Context: an optimization exercise on an open-source flow, tuned for small area and a short achievable clock period. The choices shown serve that exercise and are no tape-out recipe.
RTL that was checked went through simulation tests only; none was proved equivalent to the original.
No activity file was given, so power comes from the tool's default toggle rates.

Design jpeg_fb_writer, start of the top module:
module jpeg_fb_writer #(
  parameter int unsigned       ADDR_W    = 32,
  parameter logic [ADDR_W-1:0] BASE_ADDR = 32'h0010_0000,
  parameter int unsigned       PIX_FMT   = 0
) (
  input  logic              clk,
  input  logic              reset,
  input  logic              in_valid_i,
  input  logic [15:0]       in_width_i,
  input  logic [15:0]       in_height_i,
  input  logic [15:0]       in_x_i,
  input  logic [15:0]       in_y_i,
  input  logic [7:0]        in_r_i,
  input  logic [7:0]        in_g_i,
  input  logic [7:0]        in_b_i,
  output logic              in_accept_o,
  output logic              wr_valid_o,
  output logic [ADDR_W-1:0] wr_addr_o,
  output logic [31:0]       wr_data_o,
  output logic [3:0]        wr_strb_o,
  input  logic              wr_ready_i,
  output logic              frame_done_o,
  output logic              busy_o,
  output logic [15:0]       crop_count_o,
  output logic              geom_err_o
);
Settings: LEC_CHECK=0, CAP_MARGIN=20, CORE_MARGIN=2, CORE_UTILIZATION=40, CTS_BUF_LIST=sky130_fd_sc_hd__clkbuf_4 sky130_fd_sc_hd__clkbuf_8, CTS_CLUSTER_DIAMETER=80, CTS_CLUSTER_SIZE=16, PLACE_DENSITY=0.7, SETUP_SLACK_MARGIN=5.0, SLEW_MARGIN=20, SYNTH_HIERARCHICAL=1; clock period 9.0 ns.
standard.sh (not shown) runs the stock make flow with config.mk's settings and CLKGATE_MAP_FILE= SYNTH_SCRIPT=/design/flow/synth_recipe.tcl, a recipe that flattens the netlist after the stock synthesis.
==> flow/flow/run.sh <==
#!/bin/bash
# Own layout flow: the standard flow, with plain buf_1 cells as the port buffers
# (instead of the delay-cell buffer the resizer picks by default). Every port still gets
# its own buffer. The full make output goes to std_flow.log in the work folder.
set -euo pipefail
export BUFFER_PORTS_ARGS="-buffer_cell sky130_fd_sc_hd__buf_1"
bash standard.sh finish > std_flow.log 2>&1
The first run ran to the end with no violations.
Rerun with:
Settings changed: CTS_CLUSTER_DIAMETER 80 to 60, CTS_CLUSTER_SIZE 16 to 12, PLACE_DENSITY 0.7 to not set.
=> Hold slack barely changes; non-clock buffer count falls by 11; wire length falls by 2.1%; maximum frequency falls by 1.6%; clock power rises by 25%.

========
Another version of the RTL of jpeg_fb_writer (not shown whole).
Size in the first run: ~220 flip-flops, roughly 180 I/O pins, about 0.017 mm^2 of cells after synthesis.
clock: 9.0 ns
lec_check: 0
cap_margin: 20
core_margin: 2
core_utilization: 40
cts_buf_list: sky130_fd_sc_hd__clkbuf_4 sky130_fd_sc_hd__clkbuf_8
setup_slack_margin: 5.0
slew_margin: 20
synth_hierarchical: 1
Scripts as last shown in full above: flow/flow/run.sh
The baseline went through all stages and came out clean.
Then changed:
--- a/flow/config.mk
+++ b/flow/config.mk
@@ -11,3 +11,3 @@
 export CTS_BUF_LIST = sky130_fd_sc_hd__clkbuf_4 sky130_fd_sc_hd__clkbuf_8
-export SETUP_SLACK_MARGIN = 5.0
+export SETUP_SLACK_MARGIN = 4.3
 export SLEW_MARGIN = 20
Effect:
- global-route usage drops by 0.83 points
- first-iteration DRC count drops by 29%
- final cell count drops by 4.3%
- core utilization drops by 3.6 points
- final area drops by 7.4%
- power drops by 11%
- clock power drops by about 10%
- wire length drops by 5.3%
- non-clock buffer count drops by 94
- die area is unchanged
- clock skew drops by 0.0069 ns
Then changed:
--- a/flow/config.mk
+++ b/flow/config.mk
@@ -11,3 +11,3 @@
 export CTS_BUF_LIST = sky130_fd_sc_hd__clkbuf_4 sky130_fd_sc_hd__clkbuf_8
-export SETUP_SLACK_MARGIN = 4.3
+export SETUP_SLACK_MARGIN = 4.6
 export SLEW_MARGIN = 20
Register-to-register slack gains 0.29 ns.
Synthesized cell count is unchanged.
Global-route usage decreases by 0.14 points.
Hold slack is about the same.
Worst setup slack improves by 0.019 ns.
Non-clock buffer count came out higher by 29.
Sequential share of layout area drops by 0.95 points.
Fmax climbs by 0.42%.

========
jpeg_fb_writer, a different RTL version from the one above (not shown whole).
Size: about 180 I/O pins, about 17000 um^2 of cells after synthesis.
// jpeg_fb_writer
module jpeg_fb_writer #(
  parameter int unsigned       ADDR_W    = 32,
  parameter logic [ADDR_W-1:0] BASE_ADDR = 32'h0010_0000,
  parameter int unsigned       PIX_FMT   = 0
) (
  input  logic              clk,
  input  logic              reset,
  input  logic              in_valid_i,
  input  logic [15:0]       in_width_i,
  input  logic [15:0]       in_height_i,
  input  logic [15:0]       in_x_i,
  input  logic [15:0]       in_y_i,
  input  logic [7:0]        in_r_i,
  input  logic [7:0]        in_g_i,
  input  logic [7:0]        in_b_i,
  output logic              in_accept_o,
  output logic              wr_valid_o,
  output logic [ADDR_W-1:0] wr_addr_o,
  output logic [31:0]       wr_data_o,
  output logic [3:0]        wr_strb_o,
  input  logic              wr_ready_i,
  output logic              frame_done_o,
  output logic              busy_o,
  output logic [15:0]       crop_count_o,
  output logic              geom_err_o
);
  localparam int L = 14;   
  logic        active_q, start_pend_q, frame_done_q, geom_err_q;
  logic        s1_valid_q, s1_crop_q, wr_valid_q, strb_q;
  logic [16:0] s1_z_q;                         
  logic [7:0]  s1_one_q, s1_two_q;             
  logic [6:0]  s1_neg_q;
  logic [7:0]  enc_one, enc_two, enc_neg;
  logic [16:0] b_ext;
  logic [16:0] z_d;
  logic [23:0] s1_rgb_q;
  logic [L-1:0]  wr_lo_q;
  logic          wr_c_q;
  logic [29:L]   wr_p_q, wr_g_q;    
  logic [23:0] wr_rgb_q;
  logic [15:0] wn_q, w_q, h_q, col_q, row_q, crop_cnt_q;
  ...
Settings: LEC_CHECK=0, CAP_MARGIN=20, CORE_MARGIN=2, CORE_UTILIZATION=40, CTS_BUF_LIST=sky130_fd_sc_hd__clkbuf_4 sky130_fd_sc_hd__clkbuf_8, CTS_CLUSTER_DIAMETER=80, CTS_CLUSTER_SIZE=16, SETUP_SLACK_MARGIN=4.6, SLEW_MARGIN=20, SYNTH_HIERARCHICAL=1; clock period 9.0 ns.
Scripts as last shown in full above: flow/flow/run.sh
Change:
- SETUP_SLACK_MARGIN: 4.6 -> 4.8
Outcome: Total power increases by a few percent; wire length increases by a few percent; sequential share of layout area decreases by 0.23 points; core utilization increases by 0.43 points; final area increases slightly; clock power decreases by a few percent; die area stays the same; worst hold slack hardly moves.
No functional check of the RTL was part of any run of this note.

[static timing again, ports no longer ideal]
In the flow no input, the clock included, has a driving cell. The finished layouts below were timed again as built, in two steps. Step 1 assumes that a clkbuf_16 drives the clock port and a buf_2 every other input. Step 2, shift: input delay + t, output delay - t, t = (earliest + latest rising clock arrival at the registers) / 2. This alone moves slack from input paths to output paths. Slacks: ideal / step 1 / step 2; pairs: ideal / step 1.
| run | t (ns) | setup slack, ns | worst data-port slew with drivers (ns) |
|---|---|---|---|
| the first run of note 1 | 0.614 | 4.957 / 4.957 / 4.547 | 0.07 |
| the second run of note 1 | 0.634 | 4.894 / 4.894 / 4.488 | 0.07 |
| the first run of note 2 | 0.649 | 4.576 / 4.529 / 4.498 | 0.07 |
| the second run of note 2 | 0.641 | 4.447 / 4.408 / 3.829 | 0.07 |
| the third run of note 2 | 0.654 | 4.466 / 4.418 / 4.162 | 0.07 |
| the first run of note 3 | 0.611 | 4.807 / 4.769 / 4.236 | 0.07 |
| the second run of note 3 | 0.617 | 4.872 / 4.872 / 4.383 | 0.07 |
After both steps setup and hold are still met in every run listed. The setup slack of the second run of note 2, which loses most, moves by -0.039 ns with the drivers and by -0.618 ns with both steps.
